From an optimization exercise on the open Yosys and OpenROAD flow, aimed at small area, a short achievable clock period and few clock cycles per item; shortcuts taken in it are not production practice.
For this run, only the layout was checked, not whether the RTL still works.
Power figures rest on the tool's default switching activity, not on a simulated workload.

`design.v`:
```
module page_table_leaf_ager (
    input  logic              clk,
    input  logic              rst_n,
    input  logic              push,
    output logic              full,
    input  logic              entry_valid,
    input  logic              entry_accessed,
    input  logic [3:0]        entry_age,
    input  logic              last_entry,
    output logic              empty,
    input  logic              pop,
    output logic [3:0]        new_age,
    output logic              advanced,
    output logic [31:0]       bucket_count,
    output logic              region_done,
    output logic signed [4:0] region_old_max,
    output logic signed [4:0] region_new_max,
    output logic              region_moves,
    output logic [9:0]        aged_total
);
    logic full_reg;
    logic q0_v, q1_v, x_v, o_v;
    logic accept, x_fire, q_adv;
    assign accept = push && !full_reg;
    assign x_fire = x_v && (!o_v || pop);
    assign q_adv  = q0_v && (!x_v || x_fire);
    logic       q0_val, q0_acc, q0_last;
    logic [3:0] q0_age;
    logic       q1_val, q1_acc, q1_last;
    logic [3:0] q1_age;
    always_ff @(posedge clk)
    begin
        if (q_adv)
        begin
            if (q1_v)
            begin
                q0_val  <= q1_val;
                q0_acc  <= q1_acc;
                q0_age  <= q1_age;
                q0_last <= q1_last;
            end
            else if (accept)
            begin
                q0_val  <= entry_valid;
                q0_acc  <= entry_accessed;
                q0_age  <= entry_age;
                q0_last <= last_entry;
            end
        end
        else if (accept && !q0_v)
        begin
            q0_val  <= entry_valid;
            q0_acc  <= entry_accessed;
            q0_age  <= entry_age;
            q0_last <= last_entry;
        end
        if (accept && (q_adv ? q1_v : q0_v))
        begin
            q1_val  <= entry_valid;
            q1_acc  <= entry_accessed;
            q1_age  <= entry_age;
            q1_last <= last_entry;
        end
    end
    logic        x_val, x_acc, x_last;
    logic [3:0]  x_age;
    logic [15:0] x_ra;     
    logic [15:0] x_rn;     
    logic [15:0] q_ra, q_rn;
    always_ff @(posedge clk)
    begin
        if (q_adv)
        begin
            x_val  <= q0_val;
            x_acc  <= q0_acc;
            x_age  <= q0_age;
            x_last <= q0_last;
            x_ra   <= q_ra;
            x_rn   <= q_rn;
        end
    end
    logic [15:0] x_age_is, x_inc_is;
    logic [3:0]  x_age_p1;
    logic [3:0]  x_nage;
    logic        x_adv, x_move;
    logic [15:0] dec_tog, inc_tog;
    logic [15:0] dec_val, inc_val;
    logic [15:0] x_bucket;
    logic [15:0] wr;
    logic [15:0] bus_even, bus_odd, bus_zero;
    always_comb
    begin
        for (int i = 0; i < 16; i++)
        begin
            x_age_is[i] = (x_age == i);
        end
        x_inc_is[0] = x_acc;
        for (int i = 1; i < 16; i++)
        begin
            x_inc_is[i] = !x_acc && x_age_is[i-1];
        end
        x_age_p1 = {x_age[3] ^ (&x_age[2:0]), x_age[2] ^ (&x_age[1:0]),
                    x_age[1] ^ x_age[0], !x_age[0]};
        if (!x_val)
        begin
            x_nage = x_age;
        end
        else if (x_acc)
        begin
            x_nage = 4'd0;
        end
        else if (x_age != 4'd15)
        begin
            x_nage = x_age_p1;
        end
        else
        begin
            x_nage = 4'd15;
        end
        x_adv  = x_val && (x_acc || (x_age != 4'd15));
        x_move = x_val && (x_acc ? (x_age != 4'd0) : (x_age != 4'd15));
        for (int k = 0; k < 16; k++)
        begin
            dec_tog[k] = !(|(x_ra & ~(16'hffff << k)));
            inc_tog[k] = &(x_rn | (16'hffff << k));
        end
        dec_val  = x_ra ^ (dec_tog & {16{|x_ra}});
        inc_val  = x_rn ^ (inc_tog & {16{!(&x_rn)}});
        x_bucket = x_move ? inc_val : x_ra;
        wr       = (x_age_is | x_inc_is) & {16{x_fire && x_move}};
        bus_zero = x_acc    ? inc_val : dec_val;
        bus_even = x_age[0] ? inc_val : dec_val;
        bus_odd  = x_age[0] ? dec_val : inc_val;
    end
    logic [15:0] hist [0:15];
    logic [15:0] hist_ok;
    always_ff @(posedge clk)
    begin
        if (wr[0])
        begin
            hist[0] <= bus_zero;
        end
        for (int i = 1; i < 16; i++)
        begin
            if (wr[i])
            begin
                hist[i] <= (i % 2 == 0) ? bus_even : bus_odd;
            end
        end
    end
    always_ff @(posedge clk or negedge rst_n)
    begin
        if (!rst_n)
        begin
            hist_ok <= '0;
        end
        else
        begin
            hist_ok <= hist_ok | wr;
        end
    end
    logic [15:0] q_age_is, q_inc_is;
    logic [15:0] rd_a, rd_n;
    logic        fa_dec, fa_inc, fn_dec, fn_inc;
    always_comb
    begin
        for (int i = 0; i < 16; i++)
        begin
            q_age_is[i] = (q0_age == i);
        end
        q_inc_is[0] = q0_acc;
        for (int i = 1; i < 16; i++)
        begin
            q_inc_is[i] = !q0_acc && q_age_is[i-1];
        end
        rd_a = '0;
        rd_n = '0;
        for (int i = 0; i < 16; i++)
        begin
            rd_a = rd_a | (hist[i] & {16{q_age_is[i] && hist_ok[i]}});
            rd_n = rd_n | (hist[i] & {16{q_inc_is[i] && hist_ok[i]}});
        end
        fa_dec = x_v && x_move && (|(q_age_is & x_age_is));
        fa_inc = x_v && x_move && (|(q_age_is & x_inc_is));
        fn_dec = x_v && x_move && (|(q_inc_is & x_age_is));
        fn_inc = x_v && x_move && (|(q_inc_is & x_inc_is));
        q_ra = fa_dec ? dec_val : (fa_inc ? inc_val : rd_a);
        q_rn = fn_dec ? dec_val : (fn_inc ? inc_val : rd_n);
    end
    logic       closed;
    logic       any_v;
    logic [3:0] omax, nmax;
    logic [9:0] cnt;
    logic       b_any;
    logic [9:0] b_cnt;
    logic       n_any;
    logic [3:0] n_omax, n_nmax;
    logic [9:0] n_cnt;
    logic [9:0] cnt_tog;
    always_comb
    begin
        b_any  = any_v && !closed;
        b_cnt  = closed ? 10'd0 : cnt;
        n_any  = b_any || x_val;
        n_omax = (x_val && (!b_any || (x_age > omax))) ? x_age : omax;
        n_nmax = (x_val && (!b_any || (x_nage > nmax))) ? x_nage : nmax;
        for (int k = 0; k < 10; k++)
        begin
            cnt_tog[k] = &(b_cnt | (10'h3ff << k));
        end
        n_cnt  = b_cnt ^ (cnt_tog & {10{x_adv && !b_cnt[9]}});
    end
    always_ff @(posedge clk or negedge rst_n)
    begin
        if (!rst_n)
        begin
            closed <= 1'b1;
        end
        else if (x_fire)
        begin
            closed <= x_last;
        end
    end
    always_ff @(posedge clk)
    begin
        if (x_fire)
        begin
            any_v <= n_any;
            omax  <= n_omax;
            nmax  <= n_nmax;
            cnt   <= n_cnt;
        end
    end
    logic [42:0] x_res;
    logic [4:0]  x_om, x_nm;
    logic [42:0] o_res;
    logic        empty_reg;
    assign x_om  = x_last ? (n_any ? {1'b0, n_omax} : 5'h1f) : 5'h00;
    assign x_nm  = x_last ? (n_any ? {1'b0, n_nmax} : 5'h1f) : 5'h00;
    assign x_res = {x_nage, x_adv, x_bucket, x_last, x_om, x_nm,
                    x_last && n_any && (n_omax != n_nmax), n_cnt};
    always_ff @(posedge clk)
    begin
        if (x_fire)
        begin
            o_res <= x_res;
        end
    end
    logic q0_v_n, q1_v_n, x_v_n, o_v_n;
    always_comb
    begin
        q0_v_n = q_adv ? (q1_v || accept) : (q0_v || accept);
        q1_v_n = q_adv ? (q1_v && accept) : (q1_v || (accept && q0_v));
        x_v_n  = q_adv || (x_v && !x_fire);
        o_v_n  = x_fire || (o_v && !pop);
    end
    always_ff @(posedge clk or negedge rst_n)
    begin
        if (!rst_n)
        begin
            q0_v      <= 1'b0;
            q1_v      <= 1'b0;
            x_v       <= 1'b0;
            o_v       <= 1'b0;
            full_reg  <= 1'b0;
            empty_reg <= 1'b1;
        end
        else
        begin
            q0_v      <= q0_v_n;
            q1_v      <= q1_v_n;
            x_v       <= x_v_n;
            o_v       <= o_v_n;
            full_reg  <= q1_v_n;
            empty_reg <= !o_v_n;
        end
    end
    assign full  = full_reg;
    assign empty = empty_reg;
    assign {new_age, advanced, bucket_count[15:0], region_done, region_old_max,
            region_new_max, region_moves, aged_total} = o_res;
    assign bucket_count[31:16] = 16'd0;
endmodule
```
`run.sh`:
```
#!/bin/bash
# synth_recipe.tcl (not shown) runs the flow's synth.tcl, then flattens the netlist and writes it again
# the make line also repeats each setting of config.mk as NAME=value (left out here)
make -C /OpenROAD-flow-scripts/flow DESIGN_CONFIG=/design/flow/config.mk WORK_HOME=/design/flow/orfs CLKGATE_MAP_FILE= SYNTH_SCRIPT=/design/flow/synth_recipe.tcl finish
```
`config.mk`:
```
export PLATFORM = sky130hd
export DESIGN_NAME = page_table_leaf_ager
export DESIGN_NICKNAME = page_table_leaf_ager
export VERILOG_FILES = /design/flow/design.v
export SDC_FILE = /design/flow/constraint.sdc
export NUM_CORES = 4
export LEC_CHECK = 0
export CAP_MARGIN = 20
export CORE_MARGIN = 2
export CORE_UTILIZATION = 40
export SETUP_SLACK_MARGIN = 3.0
export SLEW_MARGIN = 20
```
`constraint.sdc`:
```
create_clock -name core_clock -period 5.0 [get_ports {clk}]
set_input_delay 1.0000 -clock core_clock [delete_from_list [all_inputs] [get_ports {clk}]]
set_output_delay 1.0000 -clock core_clock [all_outputs]
set_load 0.01 [all_outputs]
```
==> summary.txt <==
Setup path
  – Nature of the critical path endpoint: register
  – Crit start category: register
  – Req. time, crit path: 5.31 ns
  – Worst-path fanout max: 6
  – CP arrival: 3.40 ns
  – Worst Setup SP: x_age[0]$_DFFE_PP_
  – Crit Path Class: reg2reg
  – Reg2Reg Launch Point: x_age[0]$_DFFE_PP_

Timing
  – Hold WS: 0.426 ns
  – Setup TNS: 0 ns
  – Minimum clock period: 3.09 ns
  – F_max: 324 MHz
  – Final Hold Violating Endpoints: 0
  – Fin crit share: 61.8%
  – Min setup slack post-route: 1.91 ns
  – Unrepaired setup endpoints after global routing: true
  – Pins Over Slew Limit: 0
  – # setup viols final: 0
  – Slew margin rel.: 43.2%
  – Clock Skews: 0.0251 ns
  – Actual slew at the worst max-slew pin: 0.843 ns

Final layout
  – Biggest regs: hist (256), o_res (33)
  – Max reg flops: 256
  – Final instance area: 25,700 um^2
  – Layout fillers: 3,435
  – Top register by number of flip-flops: hist
  – # diodes: 0
  – Most frequent cells in the layout: edfxtp_1 (360), buf_4 (151), a22oi_1 (112)
  – Share of layout cells above drive strength 1: 41.8%
  – Nets: 1,731
  – Area Overhead vs Synth: 41.7%
  – Commonest non-fill, non-tap cell in the layout: edfxtp_1

Pwr
  – Leakage: 9.09 nW
  – Net switching power: 0.00683 W
  – Total power: 0.0173 W
  – Clock network fraction of total power: 17.8%
  – Pwr Density: 672 nW/um^2
  – Peak VDD IR: 356 uV
  – Sequential fraction of design power: 32.0%
  – Switching Share: 39.5%
  – Int Pwr: 0.0105 W
  – Gate power share: 50.1%

Logic synthesis
  – Main combinational cell family by area after synthesis: compound AO/OA/AOI/OAI gates
  – Complex-gate fraction of the synthesized area: 17.4%
  – Area of the mapped netlist: 18,200 um^2
  – Main synth FF type: edfxtp_1
  – Synth Area in XOR/XNOR: 1.63%
  – Distinct cells, synth: 83
  – Seq/Total Area, Yosys: 62.6%
  – Post-Synth Simple-Gate Area: 11.4%
  – Mapped Cells: 1,412
  – Synth warn: 2
  – Post-Synth Adder-Cell Area: 1.10%
  – Mux contribution to synthesized area: 2.31%
  – Post-synthesis register bit count: 382
  – Syn avg cell area: 12.9 um^2
  – Post-synth EDFFs: 360
  – Asr flop ratio synth: 5.76%

Status
  – Status: finished clean

Global route
  – GRT Total Usage: 30.4%
  – GRT Residual Overflow: 0
  – Largest net degree at the start of global routing: 33
  – Initial antenna violation count: 1
  – First-pass GRT wire length: 103,000 um
  – Vias in the first global route: 15,072

Floorplanning
  – Chip height: 217 um
  – Cell Rows: 78
  – I/O pin count: 72
  – DIE AREA: 47,100 um^2
  – Die W: 217 um
  – Initial Util: 40.3%
  – Core area: 45,100 um^2

Routing
  – Vias: 15,815
  – Drt pass-1 iters: 7
  – DRC violations left: 0
  – DR vias/cell: 6.77
  – Routed WL: 76,600 um
  – Antenna viol nets, final: 0
  – DR WL/cell: 32.8 um
  – DR iter-0 viols: 2,638

Placement
  – Pre-CTS setup slack: 1.06 ns
  – Gpl congestion: 0.942
  – Placed wire-length estimate: 39,300 um
  – I/O Buffers: 55
  – Placement Cell Area: 19,900 um^2

Clock network
  – Total CTS buffers: 42
  – CTS tree: built
  – CTS root buf: clkbuf_16
  – Clock sink total: 382
  – Worst-skew pair later-pin latency: 0.60 ns
  – Clock transition at path regs: 0.06 ns
  – H-tree levels: 2
  – Max Root-Sink Buffers: 3

Flow run
  – Max cap viols: 0

Worst hold path
  – Worst Hold Class: reg2reg
  – Hold Startpoint: q0_last$_DFFE_PP_
per-layer routing:
metal	up-vias	track usage, %	routed length, um
met2	1467	45.9	32500
li1	6259	-	-
met5	-	0	0
met1	7671	38.3	26700
met4	0	17.1	5920
met3	418	10.5	11500
cells in the mapped netlist, drive strengths merged (24+ instances only):
library cell | number | area, um^2
o21ai | 49 | 249
a21oi | 31 | 155
clkbuf | 84 | 315
edfxtp | 360 | 10800
a22o | 58 | 508
buf | 36 | 240
nand3 | 43 | 215
a22oi | 113 | 848
nand2 | 78 | 293
mux2i | 34 | 340
and3 | 34 | 213
a221oi | 66 | 584
nand4 | 41 | 257
nor2 | 67 | 251
inv | 24 | 90.1
per-stage QoR:
step                util [%]  instances
floorplan                  -       1427
global placement        44.0       1996
detailed placement      44.0       1997
CTS                     54.1       2272
global route            57.1       2335
finish                  57.1       2335
worst paths after layout:
check	to	slack, ns	depth (start not counted)
max in group asynchronous	closed$_DFFE_PN1P_	3.88	2
min	x_last$_DFFE_PP_	0.43	0
min reg2reg	x_last$_DFFE_PP_	0.43	0
max reg2reg	x_ra[2]$_DFFE_PP_	1.91	12
min in group asynchronous	hist_ok[1]$_DFF_PN0_	0.79	2
max	x_ra[2]$_DFFE_PP_	1.91	12
area by class of cell:
class	instances	area, um^2	area share, %
inverter	24	120	0.467
clock buffer	55	1140	4.43
sequential	382	11400	44.1
timing repair inverter	2	16.3	0.0632
tap	600	751	2.92
clock inverter	20	188	0.729
timing repair buffer	342	3680	14.3
multi-input combinational	910	8490	33.0
what timing repair did:
action | in CTS | in global routing
setup endpoints to repair | 753 | 645
pin swaps | 70 | 79
hold buffers | 0 | 0
setup buffers | 181 | 57
gates cloned | 19 | 6
resized for setup | 464 | 161
kinds of logic (layout without fill, tap and decap cells):
group | Yosys count | count (layout)
compound gates | 413 | 416
simple gates | 383 | 389
flops | 382 | 382
buf+inv | 144 | 443
mux | 41 | 41
xor+xnor | 32 | 32
fa+ha+maj | 16 | 16
other cells | 1 | 16
power groups by stage:
| stage | logic (W) | registers (W) | clock network [W] |
|---|---|---|---|
| floorplan | 0.00341 | 0.00551 | 0 |
| global placement | 0.00508 | 0.00568 | 0 |
| detailed placement | 0.00517 | 0.00570 | 0 |
| CTS | 0.00734 | 0.00549 | 0.00308 |
| global route | 0.00898 | 0.00559 | 0.00322 |
| finish | 0.00867 | 0.00554 | 0.00309 |
critical path, cell delays in order (launching register included):
cell,delay (ns)
edfxtp_1,0.50
bufinv_16,0.22
buf_4,0.14
ha_4,0.17
and3_4,0.17
a31oi_4,0.18
o31a_1,0.20
a32oi_2,0.13
o31ai_4,0.46
buf_4,0.20
buf_8,0.15
nor3b_4,0.23
a221oi_2,0.06

==> afterwards: timing with drivers on the ports <==
The flow's constraints put no driver on any port. The routed layout listed below was extracted and timed again, unchanged, in two steps. Step 1 sets driving cells, clkbuf_16 on the clock port and buf_2 on the other inputs (assumed; they add their load-dependent delay and slew). Step 2, shift: input delay + t, output delay - t, t = (earliest + latest rising clock arrival at the registers) / 2. This alone moves slack from input paths to output paths. Three values: ideal ports, drivers, drivers and shift; two values: the first two.
t (ns): 0.633
setup WS [ns]: 1.910 / 1.910 / 1.910
worst register clock-pin slew, ns: 0.07 / 0.07
cell pins on the clock port's net: 1
After both steps setup and hold are still met in this run. For this run, drivers alone change the setup slack by 0.000 ns; drivers and shift together by 0.000 ns.
